Background: an optimization exercise with open tools, aiming at small area, a short achievable clock period and few clock cycles per item. Do not read the settings as production practice. Only simulation tests tie the RTL to the original design; equivalence was not proved. Power figures rest on the tool's default switching activity, not on a simulated workload.

==> flow/design.v <==
package spp_pkg;
    localparam logic [1:0] KIND_TICK = 2'd0;
    localparam logic [1:0] KIND_MOVE = 2'd1;
    localparam logic [1:0] KIND_HOME = 2'd2;
    localparam logic [1:0] MODE_IDLE   = 2'd0;
    localparam logic [1:0] MODE_SETTLE = 2'd1;
    localparam logic [1:0] MODE_STEP   = 2'd2;
    localparam logic [1:0] MODE_HOME   = 2'd3;
    localparam logic [2:0] CFG_FULL_TRAVEL   = 3'd0;
    localparam logic [2:0] CFG_STEP_PERIOD   = 3'd1;
    localparam logic [2:0] CFG_HOMING_PERIOD = 3'd2;
    localparam logic [2:0] CFG_HOMING_EXTRA  = 3'd3;
    localparam logic [2:0] CFG_SETTLE        = 3'd4;
    localparam logic [15:0] RST_FULL_TRAVEL   = 16'd2000;
    localparam logic [18:0] RST_STEP_HALF     = 19'd500;
    localparam logic [18:0] RST_HOMING_HALF   = 19'd2500;
    localparam logic [15:0] RST_HOMING_EXTRA  = 16'd500;
    localparam logic [15:0] RST_SETTLE        = 16'd1000;
    localparam logic [14:0] PERCENT_FULL_Q8 = 15'd25600;
endpackage
module stepper_position_pulser (
    input  logic               i_clk,
    input  logic               i_rst_n,
    input  logic               push,
    output logic               full,
    input  logic [1:0]         i_kind,
    input  logic signed [15:0] i_target_percent,
    input  logic               pop,
    output logic               empty,
    output logic               o_step_level,
    output logic               o_direction_level,
    output logic [15:0]        o_position_steps,
    output logic               o_busy_res,
    output logic               o_command_ignored,
    input  logic               i_cfg_valid,
    output logic               o_cfg_ready,
    input  logic [2:0]         i_cfg_index,
    input  logic [19:0]        i_cfg_data
);
    logic [15:0] c_travel, c_extra, c_settle;
    logic [18:0] c_shalf, c_hhalf;    
    assign o_cfg_ready = 1'b1;
    always_ff @(posedge i_clk) begin
        if (!i_rst_n) begin
            c_travel <= spp_pkg::RST_FULL_TRAVEL;
            c_shalf  <= spp_pkg::RST_STEP_HALF;
            c_hhalf  <= spp_pkg::RST_HOMING_HALF;
            c_extra  <= spp_pkg::RST_HOMING_EXTRA;
            c_settle <= spp_pkg::RST_SETTLE;
        end else if (i_cfg_valid) begin
            case (i_cfg_index)
                spp_pkg::CFG_FULL_TRAVEL:   c_travel <= i_cfg_data[15:0];
                spp_pkg::CFG_STEP_PERIOD:   c_shalf  <= i_cfg_data[19:1];
                spp_pkg::CFG_HOMING_PERIOD: c_hhalf  <= i_cfg_data[19:1];
                spp_pkg::CFG_HOMING_EXTRA:  c_extra  <= i_cfg_data[15:0];
                spp_pkg::CFG_SETTLE:        c_settle <= i_cfg_data[15:0];
                default: ;   
            endcase
        end
    end
    logic [18:0] hs, hh;
    assign hs = {c_shalf[18:1], c_shalf[0] | (c_shalf[18:1] == 18'd0)};
    assign hh = {c_hhalf[18:1], c_hhalf[0] | (c_hhalf[18:1] == 18'd0)};
    logic        a_v, b_v;
    logic [1:0]  a_kind, b_kind;
    logic [14:0] a_pc, b_pc, in_pc;
    logic        acc, take;
    always_comb begin
        if (i_target_percent[15])                                in_pc = '0;
        else if (i_target_percent[14:0] > spp_pkg::PERCENT_FULL_Q8) in_pc = spp_pkg::PERCENT_FULL_Q8;
        else                                                     in_pc = i_target_percent[14:0];
    end
    assign full = b_v;
    assign acc  = push && !b_v;
    always_ff @(posedge i_clk) begin
        if (!i_rst_n) begin
            a_v <= 1'b0;
            b_v <= 1'b0;
        end else if (take) begin
            if (b_v) b_v <= 1'b0;
            else     a_v <= acc;
        end else if (!a_v) begin
            a_v <= acc;
        end else if (acc) begin
            b_v <= 1'b1;
        end
    end
    always_ff @(posedge i_clk) begin
        if (take && b_v) begin
            a_kind <= b_kind;
            a_pc   <= b_pc;
        end else if (acc && (take || !a_v)) begin
            a_kind <= i_kind;
            a_pc   <= in_pc;
        end
        if (acc && a_v && !take) begin
            b_kind <= i_kind;
            b_pc   <= in_pc;
        end
    end
    logic [15:0] pos;
    logic        dir, pulse;
    logic [1:0]  mode;
    logic [16:0] left;
    logic [18:0] timer;
    logic        ign, rv;
    logic        ph_step, ph_sub, ph_apply;    
    logic [3:0]  cc;
    logic        fbit;
    logic [15:0] n_pos;
    logic        n_dir, n_pulse;
    logic [1:0]  n_mode;
    logic [16:0] n_left;
    logic [18:0] n_timer;
    logic        n_ign, n_rv;
    logic        n_step, n_sub, n_apply;
    logic [3:0]  n_cc;
    logic        calc, idle, res_free, start, exec;
    logic [15:0] add_a, add_b;
    logic [16:0] sum;
    logic [17:0] sum_c;
    logic [1:0]  qd;
    logic [14:0] r_in, pcf, r_new;
    logic [10:0] s_lo;
    logic [15:0] q_base;
    logic        tev, lone, lzero;
    logic [18:0] tdec;
    logic [16:0] ldec;
    logic [15:0] pos_step;
    logic        total_zero;
    assign calc     = ph_step || ph_sub || ph_apply;
    assign idle     = (mode == spp_pkg::MODE_IDLE);
    assign res_free = !rv || pop;
    assign start    = !calc && a_v && (a_kind == spp_pkg::KIND_MOVE) && idle;
    assign exec     = a_v && res_free &&
                      !((a_kind == spp_pkg::KIND_MOVE) && idle && !ph_apply);
    assign take     = exec;
    function automatic logic [6:0] reduce_hi(input logic [5:0] r2, input logic [4:0] p,
                                             input logic c);
        logic [7:0] tc;
        logic [6:0] t;
        tc = {1'b0, r2, 1'b1} + {2'b0, p, c};    
        t  = tc[7:1];
        if (t >= 7'd50)      reduce_hi = {2'd2, 5'(t - 7'd50)};
        else if (t >= 7'd25) reduce_hi = {2'd1, 5'(t - 7'd25)};
        else                 reduce_hi = {2'd0, t[4:0]};
    endfunction
    logic [6:0] hi0, hi1, hi;
    assign r_in   = ph_step ? timer[14:0] : 15'd0;
    assign pcf    = a_pc & {15{fbit}};
    logic [3:0] ft_msb;
    always_comb begin
        ft_msb = 4'd0;
        for (int i = 1; i < 16; i++)
            if (c_travel[i]) ft_msb = 4'(i);
    end
    assign s_lo   = {1'b0, r_in[8:0], 1'b0} + {1'b0, pcf[9:0]};
    assign hi0    = reduce_hi(r_in[14:9], pcf[14:10], 1'b0);
    assign hi1    = reduce_hi(r_in[14:9], pcf[14:10], 1'b1);
    assign hi     = s_lo[10] ? hi1 : hi0;
    assign qd     = hi[6:5];
    assign r_new  = {hi[4:0], s_lo[9:0]};
    assign q_base = ph_step ? left[15:0] : 16'hFFFF;
    always_comb begin
        if (ph_sub) begin
            add_a = left[15:0];             
            add_b = pos;
        end else begin
            add_a = c_extra;
            add_b = c_travel;
        end
    end
    assign sum_c = {ph_sub, add_a, 1'b1} + {1'b0, add_b, ph_sub};
    assign sum   = sum_c[17:1];
    assign tev        = (timer == 19'd1);
    assign lzero      = (left[16:1] == 16'd0);
    assign lone       = lzero && left[0];
    assign tdec       = timer - 19'd1;
    assign ldec       = left - 17'd1;
    always_comb begin
        logic run;
        run = 1'b1;
        for (int i = 0; i < 16; i++) begin
            pos_step[i] = pos[i] ^ run;
            run         = run & (pos[i] ~^ dir);
        end
    end
    assign total_zero = (c_travel == 16'd0) && (c_extra == 16'd0);
    logic k_tick, k_move, k_home, m_settle, m_step, m_home;
    logic tick_act, ev, ev_settle, ev_fall, ev_low, fin, ign_item;
    logic leq0, apply_go, home_go, home_zero, settle_zero;
    logic s_calc, s_rl, s_settle, s_tdec;
    logic s_q, s_sum, s_ldec, s_neg;
    logic s_step, s_zero;
    logic [18:0] rl;
    logic [15:0] qword;
    assign k_tick      = (a_kind == spp_pkg::KIND_TICK);
    assign k_move      = (a_kind == spp_pkg::KIND_MOVE);
    assign k_home      = (a_kind == spp_pkg::KIND_HOME);
    assign m_settle    = (mode == spp_pkg::MODE_SETTLE);
    assign m_step      = (mode == spp_pkg::MODE_STEP);
    assign m_home      = (mode == spp_pkg::MODE_HOME);
    assign settle_zero = (c_settle == 16'd0);
    assign tick_act  = k_tick && !idle;                  
    assign ev        = tick_act && tev;                  
    assign ev_settle = ev && m_settle;                   
    assign ev_fall   = ev && !m_settle && pulse;         
    assign ev_low    = ev && !m_settle && !pulse;        
    assign fin       = ev_low && lone;                   
    assign ign_item  = (k_move || k_home) && !idle;
    assign leq0      = lzero && !left[0];                
    assign apply_go  = k_move && idle && ph_apply && !leq0;
    assign home_go   = k_home && idle && !total_zero;
    assign home_zero = k_home && idle && total_zero;
    assign rl       = (m_home || k_home) ? hh : hs;
    assign s_calc   = start || ph_step;
    assign s_rl     = exec && (ev || (apply_go && settle_zero) || home_go);
    assign s_settle = exec && apply_go && !settle_zero;
    assign s_tdec   = exec && tick_act && !tev;
    assign n_timer  = ({19{s_rl}}     & rl)
                    | ({19{s_settle}} & {3'd0, c_settle})
                    | ({19{s_tdec}}   & tdec)
                    | ({19{s_calc}}   & {timer[18:15], r_new})
                    | ({19{!(s_rl || s_settle || s_tdec || s_calc)}} & timer);
    assign qword  = {(qd[1] ? ldec[14:0] : q_base[14:0]), ~qd[0]};
    assign s_q    = start || ph_step;
    assign s_sum  = ph_sub || (exec && home_go);
    assign s_ldec = exec && ev_low;
    assign s_neg  = exec && apply_go && left[16];
    assign n_left = ({17{s_q}}    & {left[16], qword})
                  | ({17{s_sum}}  & sum)
                  | ({17{s_ldec}} & ldec)
                  | ({17{s_neg}}  & ~ldec)
                  | ({17{!(s_q || s_sum || s_ldec || s_neg)}} & left);
    assign s_step = exec && ev_low && m_step;
    assign s_zero = exec && ((fin && m_home) || home_zero);
    assign n_pos  = ({16{s_step}} & pos_step)
                  | ({16{!(s_step || s_zero)}} & pos);
    always_comb begin
        n_dir   = dir;
        n_pulse = pulse;
        n_mode  = mode;
        n_ign   = ign;
        n_rv    = rv && !pop;
        n_step  = ph_step;
        n_sub   = ph_sub;
        n_apply = ph_apply;
        n_cc    = ft_msb;
        if (start || ph_step) begin
            n_step        = 1'b1;
            n_cc          = (start ? ft_msb : cc) - 4'd1;
            if ((start ? ft_msb : cc) == 4'd0) begin
                n_step = 1'b0;
                n_sub  = 1'b1;
            end
        end else if (ph_sub) begin
            n_sub         = 1'b0;
            n_apply       = 1'b1;
        end
        if (exec) begin
            n_rv  = 1'b1;
            n_ign = ign_item;
            if (k_move && idle) n_apply = 1'b0;
            if (ev_settle) begin
                n_mode  = spp_pkg::MODE_STEP;
                n_pulse = 1'b1;
            end
            if (ev_fall) n_pulse = 1'b0;
            if (ev_low) begin
                if (lone) n_mode  = spp_pkg::MODE_IDLE;
                else      n_pulse = 1'b1;
            end
            if (apply_go) begin
                n_dir   = left[16];
                n_mode  = settle_zero ? spp_pkg::MODE_STEP : spp_pkg::MODE_SETTLE;
                n_pulse = settle_zero;
            end
            if (home_go || home_zero) n_dir = 1'b0;
            if (home_go) begin
                n_mode  = spp_pkg::MODE_HOME;
                n_pulse = 1'b1;
            end
        end
    end
    always_ff @(posedge i_clk) begin
        if (!i_rst_n) begin
            pos      <= '0;
            dir      <= 1'b0;
            pulse    <= 1'b0;
            mode     <= spp_pkg::MODE_IDLE;
            rv       <= 1'b0;
            ph_step  <= 1'b0;
            ph_sub   <= 1'b0;
            ph_apply <= 1'b0;
        end else begin
            pos      <= n_pos;
            dir      <= n_dir;
            pulse    <= n_pulse;
            mode     <= n_mode;
            rv       <= n_rv;
            ph_step  <= n_step;
            ph_sub   <= n_sub;
            ph_apply <= n_apply;
        end
    end
    always_ff @(posedge i_clk) begin
        fbit <= c_travel[n_cc];
    end
    always_ff @(posedge i_clk) begin
        left  <= n_left;
        timer <= n_timer;
        ign   <= n_ign;
        cc    <= n_cc;
    end
    assign empty             = !rv;
    assign o_step_level      = pulse;
    assign o_direction_level = dir;
    assign o_position_steps  = pos;
    assign o_busy_res        = !idle;
    assign o_command_ignored = ign;
endmodule
==> flow/run.sh <==
#!/bin/bash
# synth_recipe.tcl (not shown) runs the flow's synth.tcl, then flattens the netlist and writes it again
# the make line also repeats each setting of config.mk as NAME=value (left out here)
make -C /OpenROAD-flow-scripts/flow DESIGN_CONFIG=/design/flow/config.mk WORK_HOME=/design/flow/orfs CLKGATE_MAP_FILE= SYNTH_SCRIPT=/design/flow/synth_recipe.tcl finish
==> flow/config.mk <==
export PLATFORM = sky130hd
export DESIGN_NAME = stepper_position_pulser
export DESIGN_NICKNAME = stepper_position_pulser
export VERILOG_FILES = /design/flow/design.v
export SDC_FILE = /design/flow/constraint.sdc
export NUM_CORES = 4
export LEC_CHECK = 0
export ABC_AREA = 1
export CAP_MARGIN = 20
export CORE_MARGIN = 2
export CORE_UTILIZATION = 40
export SETUP_SLACK_MARGIN = 5
export SLEW_MARGIN = 20
==> flow/constraint.sdc <==
create_clock -name core_clock -period 8.0 [get_ports {i_clk}]
set_input_delay 1.6000 -clock core_clock [delete_from_list [all_inputs] [get_ports {i_clk}]]
set_output_delay 1.6000 -clock core_clock [all_outputs]
set_load 0.01 [all_outputs]
==> results.ini, run 1 <==
[global_route]
grt-ovfl-total=0
use_met3=0.0362
globalRouteMet1Util=0.321
grt_pass1_vias=11447
grt_use_total=0.245
met2_usage=0.407
grt_max_degree=94
grt_first_pass_wirelength_um=60700
grt.busiest_layer=met2
grt_antenna_before_repair=0

[synthesis]
synthArstFlopShare=0
yosys.area_share.simple=0.279
synth.yosys.seq_area_share=0.339
synth_edf_count=35
synth_top_family_by_area=simple AND/OR/NAND/NOR gates
synth_compound_area_frac=0.187
syn_avg_cell_area_um2=6.93
ys.flop_type=dfxtp_1
ys_top_cells_by_area=dfxtp_1, nand2_1, edfxtp_1
synthMuxAreaShare=0.0139
syn_inst=1752
ys_ff_latch=188
syn_area_um2=12100
yosys.area.top_type_share=0.252
yosys_warnings=1
yosys.area.top_type=dfxtp_1
synth_cell_types=65
synthXorXnorAreaFrac=0.0295
synth_common_cells=nand2_1, inv_1, nor2_1, dfxtp_1, o21ai_0
yosys.cell_count.top_type=nand2_1
synth-adder-area-share=0.0571
syn-num-nets=1851

[die]
ios=69
coreArea_um2=29800
rows=63
start_util=0.408
fp.dieW_um=178
dieArea_um2=31800
die_y_um=178

[min_path]
worstHoldStart=c_hhalf[9]
hold_path.class=reg2reg

[critical_path]
slowest_delay_ns=0.52
crit_start=ph_step
worstPathMaxFanout=7
critPathTopFamily=adder cells
critPathSlowestCell=fa_2
crit_path_cell_trace=buf_12 > nand2_4 > inv_4 > ha_4 > inv_1 > fa_2 > inv_2 > ha_2 > nand2_1 > nand3_1 > nand3_1 > and2_4 > buf_4 > o22ai_1 > a21oi_1 > o21ai_1 > o211ai_1 > nand2_1
crit_buf_inv=5
crit_required_ns=8.40
path_class=reg2reg
cp-end-kind=register
r2r_slack_ns=5.05
cp_data_arrival_time_ns=3.35
rr_startpoint=ph_step
startpoint_type=register

[cts]
clockRootBuffer=clkbuf_16
numCtsBuffers=17
clk_latency_ns=0.46
cts.sinks=188
clkTransAtPathRegs_ns=0.08
h-tree-depth=4
cts_tree=built
clk_path_buf_depth=2
ctsHoldBuffers=0

[layout]
multiInputGateArea_um2=7380
area_growth_pct=22.7
stdcell_area_um2=14900
seq_area_um2=4160
antenna_cells=0
nFillCells=2928
nNetsFinal=1954
drive_above_1_share=0.162

[place]
dpl_cell_area_um2=13100
hpwl_um=27100
portBuffers=67
gp_congestion=0.955

[flow_run]
cap_viol_max_count=0

[run_status]
status=complete, no violations

[routing]
wl_um=39200
dr.pass1.iters=8
drtAntennaViolNets=0
num_vias=12402
avgViaCountPerCell=5.49
wl_per_cell_um=17.4
drc=0
first_iter_violations=1166

[pwr]
ir_drop_mv=0.173
power.density_nw_per_um2=211
power_leakage_nw=6.61
power.total_w=0.00314

[sta]
setup_tns_ns=0
setup_viol=0
slew_violations=0
tightest_slew_ns=0.702
post-route-period-util=0.369
rsz0062_at_grt=yes
clock_skew_ns=0.0178
relSlewSlack=0.531
hold_violations=0
fmax_mhz=339
whs_ns=0.478
period_needed_ns=2.95

-- layout by cell type, fill, tap and decap left out, types with 12 or more instances in the layout --
cell type	count
nand2_1	352
inv_1	194
nor2_1	163
o21ai_0	143
dfxtp_1	127
nand3_1	115
a21oi_1	102
buf_4	57
clkdlybuf4s50_1	43
ha_1	40
edfxtp_1	35
o211ai_1	33
xor2_1	27
inv_2	25
nor3_1	21
nor4_1	21
dfxtp_2	20
o21ai_1	18
clkbuf_16	18
nand4_1	17
dlygate4sd2_1	17
mux2_2	14
nand2_2	13
nor2_2	12
o221ai_1	12
-- per-stage QoR --
stage | std cells | setup slack [ns] | util
floorplan | 1752 | 4.98 | -
global placement | 2156 | 3.47 | 0.441
detailed placement | 2156 | 3.39 | 0.441
CTS | 2219 | 4.94 | 0.475
global route | 2258 | 4.95 | 0.500
finish | 2258 | 5.05 | 0.500
-- worst min-delay path, cell delays in order (launching register included) --
cell and delay (ns):
dfxtp_1 0.32, inv_1 0.06, a21oi_1 0.05
-- final cells by class --
| type | instances | area share |
|---|---|---|
| Timing Repair Buffer | 138 | 0.0887 |
| Clock buffer | 19 | 0.0297 |
| Clock inverter | 13 | 0.00814 |
| Inverter | 236 | 0.0641 |
| Multi-Input combinational cell | 1269 | 0.495 |
| Sequential cell | 188 | 0.279 |
| Tap cell | 390 | 0.0327 |
| Timing Repair inverter | 5 | 0.00252 |
-- registers in the layout, indices dropped and copies added, names as in the netlist, 2 cells and up --
| register | count |
|---|---|
| a_kind | 2 |
| a_pc | 15 |
| b_kind | 2 |
| b_pc | 15 |
| c_extra | 16 |
| c_hhalf | 19 |
| c_settle | 16 |
| c_shalf | 19 |
| c_travel | 16 |
| cc | 4 |
| left | 17 |
| mode | 2 |
| pos | 16 |
| timer | 19 |
-- cells by family (layout without fill, tap and decap cells) --
family                   after synthesis  after routing
AO/OA/AOI/OAI                        387            387
XOR/XNOR                              40             40
adder cells (fa/ha/maj)               53             53
buffers and inverters                297            411
flip-flops                           188            188
multiplexers                          15             15
other                                  1              1
AND/OR/NAND/NOR                      771            773
-- repair_timing --
action,in CTS,in global routing
setup endpoints to repair,181,111
buffers inserted,26,35
cloned,5,4
resized for setup,94,110
pin swaps,14,35
-- routing by layer --
metal | share of wire | up-vias | routed length, µm
met5 | 0 | - | 0
met4 | 0.031 | 0 | 1210
met3 | 0.051 | 79 | 2010
met2 | 0.48 | 384 | 18900
met1 | 0.44 | 5833 | 17100
li1 | - | 6106 | -
-- final timing paths --
kind                     end  cells after the start
setup / recovery   timer[13]                     18
hold / removal    c_hhalf[9]                      2
setup reg to reg   timer[13]                     18
hold reg to reg   c_hhalf[9]                      2
-- power by group --
group          total [W]  internal (W)  switching (W)
registers        0.00126       0.00110       0.000165
logic            0.00103      0.000396       0.000635
clock network   0.000852      0.000421       0.000431
Testbench counts, summed over its fixed seeds: cycles 33,094, items 32,000.
==> inputs of run 2 (changes only) <==
==> flow/flow/run.sh (new file) <==
#!/bin/bash
set -euo pipefail
cd "$(dirname "$0")/.."
export BUFFER_PORTS_ARGS="-buffer_cell sky130_fd_sc_hd__buf_2"
bash standard.sh finish > std_flow.log 2>&1
test -s out/final.def
==> flow/standard.sh (new file) <==
#!/bin/bash
# synth_recipe.tcl (not shown) runs the flow's synth.tcl, then flattens the netlist and writes it again
# the make line also repeats each setting of config.mk as NAME=value (left out here)
make -C /OpenROAD-flow-scripts/flow DESIGN_CONFIG=/design/flow/config.mk WORK_HOME=/design/flow/orfs CLKGATE_MAP_FILE= SYNTH_SCRIPT=/design/flow/synth_recipe.tcl "${@:-finish}"
removed: flow/run.sh
==> results.ini, run 2 <==
[synthesis]
yosys.area.top_type=dfxtp_1
yosys.cell_count.top_type=nand2_1
syn_inst=1752  ; unchanged
syn_area_um2=12100  ; unchanged
synth_edf_count=35  ; unchanged
yosys.area.top_type_share=0.252  ; unchanged
synth.yosys.seq_area_share=0.339  ; unchanged
syn_avg_cell_area_um2=6.93  ; unchanged
ys_top_cells_by_area=dfxtp_1, nand2_1, edfxtp_1
ys.flop_type=dfxtp_1
synth_common_cells=nand2_1, inv_1, nor2_1, dfxtp_1, o21ai_0
syn-num-nets=1851  ; unchanged
ys_ff_latch=188  ; unchanged
synth_cell_types=65  ; unchanged
yosys_warnings=1  ; unchanged
synthArstFlopShare=0  ; unchanged

[routing]
wl_per_cell_um=17.4  ; about the same
dr.pass1.iters=5  ; -3
drtAntennaViolNets=0  ; unchanged
wl_um=39000  ; -0.66%
num_vias=12292  ; -0.89%
first_iter_violations=1084  ; -7.0%
avgViaCountPerCell=5.48  ; -0.18%
drc=0  ; unchanged

[layout]
reg.largest.list=c_hhalf x19, c_shalf x19, timer x19
drive_above_1_share=0.177  ; +0.0144
stdcell_area_um2=14500  ; -3.0%
nNetsFinal=1938  ; -0.82%
layout_common_cells=nand2_1, inv_1, nor2_1
nFillCells=3012  ; +2.9%
antenna_cells=0  ; unchanged
final_common_cell=nand2_1
area_growth_pct=19.0

[sta]
fmax_mhz=341  ; +0.69%
clock_skew_ns=0.0148  ; -0.00301 ns
period_needed_ns=2.93  ; -0.0203 ns
relSlewSlack=0.434  ; -0.0970
slew_violations=0  ; unchanged
tightest_slew_ns=0.846  ; +0.143 ns
timing.final.ws_setup_ns=5.07  ; +0.0203 ns
setup_viol=0  ; unchanged
setup_tns_ns=0  ; unchanged
rsz0062_at_grt=yes
post-route-period-util=0.366  ; -0.00254
hold_violations=0  ; unchanged

[global_route]
grt_max_degree=94  ; unchanged
grt-ovfl-total=0  ; unchanged
grt_use_total=0.244  ; -0.000841
grt_pass1_vias=11228  ; -1.9%
grt_antenna_before_repair=0  ; unchanged
grt_first_pass_wirelength_um=60500  ; -0.27%

[critical_path]
crit_buf_inv=1  ; -4
critPathSlowestCell=dfxtp_2
path_class=reg2out
cp_data_arrival_time_ns=1.33  ; -2.02 ns
crit_required_ns=6.40  ; -2.00 ns
startpoint_type=register
crit_path_cell_trace=buf_2
cp-end-kind=output pin
slowest_delay_ns=0.63  ; +0.11 ns
critPathTopFamily=flip-flops
worstPathMaxFanout=21  ; +14

[die]
fp.dieW_um=178  ; unchanged
rows=63  ; unchanged
die_y_um=178  ; unchanged
dieArea_um2=31800  ; unchanged
start_util=0.408  ; unchanged
coreArea_um2=29800  ; unchanged
ios=69  ; unchanged

[pwr]
comb_power_share=0.316  ; -0.012
switching_share=0.376  ; -0.0158
clkPwrFrac=0.295  ; +0.024
p_int_w=0.00201  ; +5.2%
p_sw_w=0.00121  ; -1.6%
power.density_nw_per_um2=223  ; +5.7%
power_leakage_nw=6.47  ; -2.1%
ir_drop_mv=0.191  ; +10%
seqPwrFrac=0.389  ; -0.012

[place]
dpl_cell_area_um2=12800  ; -2.6%
dp_slack_ns=3.82  ; +0.422 ns
portBuffers=67  ; unchanged
hpwl_um=27200  ; +0.63%
gp_congestion=0.871  ; -8.8%

[cts]
h-tree-depth=4  ; unchanged
clockRootBuffer=clkbuf_16
clk_latency_ns=0.46  ; about the same
cts_tree=built
cts.sinks=188  ; unchanged
clk_path_buf_depth=2  ; unchanged
numCtsBuffers=17  ; unchanged
clkTransAtPathRegs_ns=0.08  ; about the same
ctsHoldBuffers=0  ; unchanged

[min_path]
hold_path.class=reg2reg

[flow_run]
cap_viol_max_count=0  ; unchanged

[run_status]
status=complete, no violations

==> run 2: cell count changes in the layout (fill, tap and decap cells not counted), sizes merged, moves of 4 or more <==
| cell | before | now |
|---|---|---|
| dlygate4sd2 | 17 | 0 |
| dlymetal6s2s | 5 | 0 |
| clkdlybuf4s50 | 43 | 0 |
| buf | 69 | 122 |
| inv | 239 | 235 |
==> run 2: kinds of logic (layout without fill, tap and decap cells) <==
kind of cell,count (synthesis),count (layout),share of synthesized area
other,1,1,0.000309
multiplexers,15,15,0.0139
flip-flops,188,188,0.339
AO/OA/AOI/OAI,387,387,0.187
adder cells (fa/ha/maj),53,53,0.0571
AND/OR/NAND/NOR,771,773,0.279
buffers and inverters,297,395,0.0956
XOR/XNOR,40,40,0.0295
==> run 2: final cells by class <==
type	instances	area, µm²	area share
clock buffer	21	503	0.0348
clock inverter	11	141	0.00978
inverter	236	951	0.0658
multi-input combinational	1269	7350	0.509
sequential	188	4130	0.285
tap	390	488	0.0338
timing repair buffer	124	871	0.0602
timing repair inverter	3	23.8	0.00164
==> run 2: layer usage <==
metal	track usage	up-vias	share of wire
li1	-	6078	-
met1	0.324	5790	0.45
met2	0.411	372	0.48
met3	0.0341	52	0.052
met4	0.0715	0	0.021
met5	0	-	0
==> run 2: stage by stage <==
step           total power [W]  cells  hold WS (ns)   util
5_1_grt                0.00341   2242         0.498  0.485
4_1_cts                0.00311   2209         0.478  0.463
2_1_floorplan          0.00189   1752         0.439      -
3_3_place_gp           0.00213   2155         0.466  0.430
3_5_place_dp           0.00214   2155         0.467  0.430
6_report               0.00322   2242         0.477  0.485
==> run 2: path summary, 6_finish.rpt <==
kind	startpoint	end	slack (ns)	depth (start not counted)
worst min register to register	c_extra[0]	c_extra[0]	0.48	2
worst max register to register	ph_sub	left[11]	5.09	17
worst min-delay path	c_extra[0]	c_extra[0]	0.48	2
worst max-delay path	dir	o_direction_level	5.07	1
==> run 2: repair_timing <==
action	in CTS	in global routing
endpoints found under the setup margin	75	101
pin swaps	12	42
gates resized for setup	41	103
cloned	3	4
setup buffers	19	29
==> run 2: power by group through the flow <==
stage	Clock (W)	Sequential, W	Combinational, W
6_report	0.000949	0.00125	0.00102
4_1_cts	0.000955	0.00125	0.000905
2_1_floorplan	0	0.00121	0.000681
5_1_grt	0.000993	0.00127	0.00114
3_5_place_dp	0	0.00127	0.000868
3_3_place_gp	0	0.00127	0.000859
==> inputs of run 3 (changes only) <==
==> flow/flow/run.sh (replaced) <==
#!/bin/bash
set -euo pipefail
cd "$(dirname "$0")/.."
export BUFFER_PORTS_ARGS="-buffer_cell sky130_fd_sc_hd__buf_1"
bash standard.sh finish > std_flow.log 2>&1
test -s out/final.def
==> results.ini, run 3 <==
[routing]
num_vias=12203  ; -0.72%
avgViaCountPerCell=5.46  ; -0.50%
drc=0  ; unchanged
drtAntennaViolNets=0  ; unchanged
dr.pass1.iters=5  ; unchanged
wl_per_cell_um=17.1  ; -1.6%
first_iter_violations=1014  ; -6.5%
wl_um=38300  ; -1.8%

[synthesis]
ys.flop_type=dfxtp_1
syn_avg_cell_area_um2=6.93  ; unchanged
ys_ff_latch=188  ; unchanged
synth_common_cells=nand2_1, inv_1, nor2_1, dfxtp_1, o21ai_0
synthArstFlopShare=0  ; unchanged
yosys.area.top_type=dfxtp_1
synth.yosys.seq_area_share=0.339  ; unchanged
yosys.cell_count.top_type=nand2_1
yosys_warnings=1  ; unchanged
synth_edf_count=35  ; unchanged
ys_top_cells_by_area=dfxtp_1, nand2_1, edfxtp_1
syn_inst=1752  ; unchanged
syn_area_um2=12100  ; unchanged
yosys.area.top_type_share=0.252  ; unchanged
syn-num-nets=1851  ; unchanged
synth_cell_types=65  ; unchanged

[die]
dieArea_um2=31800  ; unchanged
start_util=0.408  ; unchanged
die_y_um=178  ; unchanged
fp.dieW_um=178  ; unchanged
rows=63  ; unchanged
coreArea_um2=29800  ; unchanged
ios=69  ; unchanged

[place]
hpwl_um=27100  ; -0.62%
portBuffers=67  ; unchanged
dp_slack_ns=3.73  ; -0.0818 ns
gp_congestion=0.898  ; +3.1%

[critical_path]
worstPathMaxFanout=10  ; -52%
reg2regPathDepth=18  ; +1
crit_required_ns=8.37  ; +1.97 ns
r2r_slack_ns=5.10  ; about the same
cp_data_arrival_time_ns=3.29  ; +1.96 ns
rr_startpoint=ph_step
cp-end-kind=register
path_class=in2reg
reg2reg_to=timer[13]
startpoint_type=input port

[sta]
tightest_slew_ns=0.903  ; +0.0575 ns
rsz0062_at_grt=yes
slew_violations=0  ; unchanged
post-route-period-util=0.365  ; -0.00168
setup_viol=0  ; unchanged
relSlewSlack=0.396  ; -0.0385
setup_tns_ns=0  ; unchanged
timing.final.ws_setup_ns=5.08  ; +0.0134 ns
fmax_mhz=343  ; +0.46%
clock_skew_ns=0.0132  ; -0.00166 ns
period_needed_ns=2.92  ; -0.0134 ns
hold_violations=0  ; unchanged

[min_path]
whs_path_depth=2  ; unchanged
hold_path.class=reg2reg
min_to=c_hhalf[13]
worstHoldStart=c_hhalf[13]

[cts]
cts.sinks=188  ; unchanged
ctsHoldBuffers=0  ; unchanged
numCtsBuffers=17  ; unchanged
clockRootBuffer=clkbuf_16
clkTransAtPathRegs_ns=0.08  ; about the same
cts_tree=built
clk_path_buf_depth=2  ; unchanged
clk_latency_ns=0.44  ; -0.02 ns
h-tree-depth=4  ; unchanged

[layout]
nNetsFinal=1933  ; -0.26%
area_growth_pct=16.9
reg.largest.list=c_hhalf x19, c_shalf x19, timer x19
final_common_cell=nand2_1
drive_above_1_share=0.130  ; -0.0461
antenna_cells=0  ; unchanged
layout_common_cells=nand2_1, inv_1, nor2_1

[global_route]
grt_pass1_vias=11387  ; +1.4%
grt_use_total=0.240  ; -0.00357
grt_max_degree=94  ; unchanged
grt_first_pass_wirelength_um=59900  ; -1.2%
grt-ovfl-total=0  ; unchanged
grt_antenna_before_repair=0  ; unchanged

[pwr]
ir_drop_mv=0.162  ; -15%
power.density_nw_per_um2=217  ; -2.7%
power_leakage_nw=6.16  ; -4.9%

[flow_run]
cap_viol_max_count=0  ; unchanged

[run_status]
status=complete, no violations

run 3: cell counts after synthesis:
Identical to the previous run, type by type.
run 3: through the flow:
stage / instances / hold slack, ns / instance area, µm² / utilization / total power (W)
global placement: 2155 / 0.461 / 12700 / 0.427 / 0.00213
finish: 2237 / 0.478 / 14200 / 0.477 / 0.00308
floorplan: 1752 / 0.439 / 12200 / - / 0.00189
CTS: 2211 / 0.477 / 13600 / 0.458 / 0.00300
global route: 2237 / 0.505 / 14200 / 0.477 / 0.00328
detailed placement: 2155 / 0.463 / 12700 / 0.427 / 0.00214
run 3: per-layer routing:
layer	vias to the layer above	track usage	wire, µm
li1	6050	-	-
met2	391	0.418	18800
met5	-	0	0
met1	5703	0.312	16500
met4	0	0.0678	867
met3	59	0.0298	2120
run 3: critical path, cell delays in order:
cell,delay [ns]
buf_2,0.16
inv_12,0.04
a21oi_2,0.17
nand2_4,0.13
inv_6,0.12
buf_4,0.12
nand3_2,0.21
nor2_2,0.43
nand3_1,0.12
a21oi_1,0.16
run 3: what timing repair did:
| action | 4_1_cts | 5_1_grt |
|---|---|---|
| setup buffers | 21 | 23 |
| gates resized for setup | 41 | 90 |
| setup endpoints to repair | 75 | 101 |
| pin swaps | 10 | 28 |
| cloned | 3 | 3 |
run 3: logic make-up after synthesis:
kind of cell | share of synthesized area
and+or+nand+nor | 0.279
AOI/OAI and AO/OA | 0.187
buffers and inverters | 0.0956
DFF | 0.339
adders and majority gates | 0.0571
xor gates and xnor gates | 0.0295
muxes | 0.0139
other | 0.000309
run 3: worst max-delay path by stage:
stage             from         to  depth (start not counted)
2_1_floorplan      pop  a_kind[0]                          8
3_3_place_gp       pop    pos[12]                         11
3_5_place_dp       pop    pos[12]                         11
4_1_cts        i_rst_n    pos[13]                          4
5_1_grt        ph_step  timer[12]                         21
6_report           pop     pos[6]                         10
run 3: final cells by class:
type	count	area [µm²]
Clock buffer	20	437
Clock inverter	12	116
Fill cell	3059	15600
Inverter	236	956
Multi-Input combinational cell	1269	7290
Sequential cell	188	4130
Tap cell	390	488
Timing Repair Buffer	119	762
Timing Repair inverter	3	26.3
run 3: where the power goes:
part	switching, W	internal [W]	leakage, nW
logic	0.000618	0.000371	4.29
registers	0.000161	0.00110	1.59
clock network	0.000409	0.000424	0.274
total	0.00119	0.00189	6.16
==> inputs of run 4 (changes only) <==
--- a/flow/design.v
+++ b/flow/design.v
@@ -163,2 +163,3 @@
     assign q_base = ph_step ? left[15:0] : 16'hFFFF;
+    logic add_c;
     always_comb begin
@@ -167,8 +168,14 @@
             add_b = pos;
-        end else begin
+            add_c = 1'b1;
+        end else if (a_kind == spp_pkg::KIND_HOME) begin
             add_a = c_extra;
             add_b = c_travel;
+            add_c = 1'b0;
+        end else begin
+            add_a = {16{~dir}};
+            add_b = pos;
+            add_c = dir;
         end
     end
-    assign sum_c = {ph_sub, add_a, 1'b1} + {1'b0, add_b, ph_sub};
+    assign sum_c = {ph_sub, add_a, 1'b1} + {1'b0, add_b, add_c};
     assign sum   = sum_c[17:1];
@@ -179,10 +186,3 @@
     assign ldec       = left - 17'd1;
-    always_comb begin
-        logic run;
-        run = 1'b1;
-        for (int i = 0; i < 16; i++) begin
-            pos_step[i] = pos[i] ^ run;
-            run         = run & (pos[i] ~^ dir);
-        end
-    end
+    assign pos_step   = sum[15:0];
     assign total_zero = (c_travel == 16'd0) && (c_extra == 16'd0);
==> results.ini, run 4 <==
[run_status]
status=complete, no violations

[global_route]
grt_antenna_before_repair=0  ; unchanged
grt_pass1_vias=11241  ; -1.3%
grt_use_total=0.250  ; +0.00978
grt_first_pass_wirelength_um=60800  ; +1.6%
grt_max_degree=67  ; -29%
grt-ovfl-total=0  ; unchanged

[routing]
wl_um=39500  ; +3.3%
drc=0  ; unchanged
first_iter_violations=969  ; -4.4%
wl_met2_um=19300  ; +2.7%
avgViaCountPerCell=5.44  ; -0.30%
drtAntennaViolNets=0  ; unchanged
wl_met1_um=16900  ; +2.5%
dr.pass1.iters=5  ; unchanged
wl_per_cell_um=17.7  ; +3.8%
wl_met3_um=1860  ; -13%
highest_layer=met4
num_vias=12107  ; -0.79%

[layout]
reg.largest.list=c_hhalf x19, c_shalf x19, timer x19
final_common_cell=nand2_1
antenna_cells=0  ; unchanged
layout_common_cells=nand2_1, inv_1, nor2_1
stdcell_area_um2=14700  ; +3.5%
seq_area_um2=4130  ; about the same
area_growth_pct=23.9
drive_above_1_share=0.187  ; +0.0563
nFillCells=2874  ; -6.0%
nNetsFinal=1922  ; -0.57%
utilization=0.500  ; +0.0234
multiInputGateArea_um2=7490  ; +2.7%

[flow_run]
cap_viol_max_count=0  ; unchanged

[synthesis]
synth_cell_types=64  ; -1.5%
syn_area_um2=11900  ; -2.3%
yosys.area.top_type=dfxtp_1
yosys.cell_count.top_type=nand2_1
synthArstFlopShare=0  ; unchanged
ys.flop_type=dfxtp_1
syn_avg_cell_area_um2=6.98  ; +0.65%
yosys_warnings=1  ; unchanged
ys_ff_latch=188  ; unchanged
ys_top_cells_by_area=dfxtp_1, nand2_1, edfxtp_1
synth_common_cells=nand2_1, inv_1, nor2_1, o21ai_0, dfxtp_1
syn-num-nets=1799  ; -2.8%
yosys.area.top_type_share=0.258  ; +0.00587
synth.yosys.seq_area_share=0.347  ; +0.00789
synth_edf_count=35  ; unchanged
syn_inst=1701  ; -2.9%

[sta]
fmax_mhz=311  ; -9.4%
clock_skew_ns=0.0129  ; -0.000318 ns
whs_ns=0.474  ; -0.00409 ns
period_needed_ns=3.22  ; +0.301 ns
hold_violations=0  ; unchanged
tightest_slew_ns=0.899  ; -0.00409 ns
post-route-period-util=0.402  ; +0.0376
rsz0062_at_grt=yes
relSlewSlack=0.399  ; +0.00274
setup_tns_ns=0  ; unchanged
slew_violations=0  ; unchanged
setup_viol=0  ; unchanged

[critical_path]
reg2reg_to=left[16]
startpoint_type=register
critPathSlowestCell=edfxtp_1
crit_buf_inv=5  ; +1
slowest_delay_ns=0.43  ; about the same
path_class=reg2reg
critPathTopFamily=compound AO/OA/AOI/OAI gates
reg2regPathDepth=17  ; -1
crit_required_ns=8.35  ; -0.02 ns
worstPathMaxFanout=5  ; -5
cp-end-kind=register
crit_path_cell_trace=inv_2 > ha_4 > clkinvlp_4 > a21oi_4 > buf_6 > buf_4 > o21ai_1 > o21ai_0 > ha_1 > a21oi_1 > o21ai_0 > a21oi_1 > nand2_2 > a21oi_1 > o21bai_2 > buf_4 > o211ai_1
cp_data_arrival_time_ns=3.57  ; +0.28 ns
rr_startpoint=a_kind[0]
cpMostUsedCell=a21oi_1
r2r_slack_ns=4.78  ; -0.32 ns
cp.depth=17  ; +7

[cts]
cts_tree=built
clockRootBuffer=clkbuf_16
numCtsBuffers=17  ; unchanged
clk_latency_ns=0.45  ; about the same
cts.sinks=188  ; unchanged
ctsHoldBuffers=0  ; unchanged
clkTransAtPathRegs_ns=0.07  ; about the same
h-tree-depth=4  ; unchanged
clk_path_buf_depth=2  ; unchanged

[die]
ios=69  ; unchanged
fp.dieW_um=176  ; -1.1%
die_y_um=176  ; -1.1%
rows=63  ; unchanged
dieArea_um2=31100  ; -2.2%
coreArea_um2=29400  ; -1.3%
start_util=0.404  ; -0.00394

[place]
gp_congestion=0.915  ; +1.9%
portBuffers=67  ; unchanged
dpl_cell_area_um2=12500  ; -1.8%
hpwl_um=27800  ; +2.9%

[min_path]
worstHoldStart=c_hhalf[1]
hold_path.class=reg2reg
min_to=c_hhalf[1]
whs_path_depth=2  ; unchanged

[pwr]
power.density_nw_per_um2=229  ; +5.4%
ir_drop_mv=0.154  ; -4.9%
power.total_w=0.00336  ; +9.1%
power_leakage_nw=6.54  ; +6.2%

-- run 4: cell count changes after synthesis, sizes merged, moves of 4 or more --
| cell | before | now |
|---|---|---|
| nor2 | 184 | 197 |
| o21ai | 168 | 186 |
| o2111ai | 9 | 4 |
| nor4 | 26 | 22 |
| xor2 | 29 | 34 |
| nand4 | 19 | 11 |
| a221oi | 5 | 13 |
| inv | 234 | 225 |
| a21oi | 115 | 96 |
| nand2 | 374 | 348 |
| a211oi | 9 | 4 |
| o211ai | 33 | 27 |
-- run 4: area by class of cell --
| type | count | share of cell area |
|---|---|---|
| multi-input combinational | 1228 | 0.509 |
| sequential | 188 | 0.281 |
| timing repair buffer | 157 | 0.0714 |
| inverter | 230 | 0.0636 |
| tap | 390 | 0.0332 |
| clock buffer | 18 | 0.0299 |
| clock inverter | 13 | 0.0111 |
| timing repair inverter | 2 | 0.000936 |
-- run 4: worst max-delay path by stage --
stage,end,slack (ns),startpoint
3_3_place_gp,c_shalf[12],3.95,i_cfg_valid
5_1_grt,left[16],4.70,a_kind[0]
4_1_cts,left[16],4.83,a_kind[0]
6_report,left[16],4.78,a_kind[0]
3_5_place_dp,c_shalf[13],3.88,i_cfg_valid
2_1_floorplan,left[6],4.94,pop
-- run 4: cells by family (layout without fill, tap and decap cells) --
kind of cell,Yosys count,after routing,synth area share
DFF,188,188,0.347
other,1,1,0.000316
and+or+nand+nor,738,740,0.268
buffers and inverters,288,420,0.0938
muxes,15,15,0.0142
xor gates and xnor gates,45,45,0.0332
AOI/OAI and AO/OA,374,375,0.187
adders and majority gates,52,52,0.0573
-- run 4: layer usage --
layer  vias to the layer above  GRT usage
met5                         -          0
met4                         0      0.102
met3                        85     0.0364
met2                       380      0.424
met1                      5706      0.319
li1                       5936          -
-- run 4: timing repair --
item | 4_1_cts | 5_1_grt
pin swaps | 38 | 57
endpoints found under the setup margin | 105 | 95
resized for setup | 115 | 128
buffers inserted | 40 | 44
gates cloned | 3 | 3
-- run 4: through the flow --
| stage | instances | setup slack, ns |
|---|---|---|
| after CTS | 2179 | 4.83 |
| after floorplan | 1701 | 4.94 |
| after global routing | 2226 | 4.70 |
| final | 2226 | 4.78 |
| after global placement | 2105 | 3.95 |
| after detailed placement | 2105 | 3.88 |
-- run 4: worst register-to-register path, cell delays in order (launching register included) --
cell,delay [ns]
edfxtp_1,0.43
inv_2,0.11
ha_4,0.18
clkinvlp_4,0.19
a21oi_4,0.26
buf_6,0.14
buf_4,0.10
o21ai_1,0.11
o21ai_0,0.14
ha_1,0.32
a21oi_1,0.18
o21ai_0,0.12
a21oi_1,0.18
nand2_2,0.10
a21oi_1,0.18
o21bai_2,0.11
buf_4,0.14
o211ai_1,0.15
-- run 4: where the power goes --
part,internal (W),switching [W]
clock,0.000502,0.000401
sequential,0.00110,0.000138
combinational,0.000467,0.000755
Testbench counts of run 4, summed over its fixed seeds: cycles 33,094, items 32,000.

what the ideal ports hide:
The results above use ideal ports. As a check the final layouts listed here were re-extracted and re-timed, cells and wires unchanged.
Step 1 (the two cells are an assumption about what drives the block):
set clk [get_ports {i_clk}]
set_driving_cell -lib_cell sky130_fd_sc_hd__clkbuf_16 $clk
set_driving_cell -lib_cell sky130_fd_sc_hd__buf_2 [delete_from_list [all_inputs] $clk]
Step 2 moves the port delays by t, midway between the first and last clock arrival at a register: inputs arrive t later, outputs are due t later. That takes back most of the time a late clock gives input paths.
a / b / c = ideal ports / drivers / drivers and shift; a / b = the first two.
run | t, ns | slack for setup (ns) | worst hold slack (ns) | worst slew at a driven data input, ns
run 1 | 0.498 | 5.049 / 5.017 / 4.584 | 0.478 / 0.478 / 0.478 | 0.04
run 2 | 0.506 | 5.069 / 5.018 / 4.620 | 0.477 / 0.477 / 0.477 | 0.03
run 3 | 0.487 | 5.082 / 5.073 / 4.615 | 0.478 / 0.478 / 0.478 | 0.03
run 4 | 0.493 | 4.781 / 4.781 / 4.616 | 0.474 / 0.474 / 0.474 | 0.04
After both steps every run listed still meets setup and hold. For run 3, which loses most, drivers alone change the setup slack by -0.009 ns; drivers and shift together by -0.467 ns.
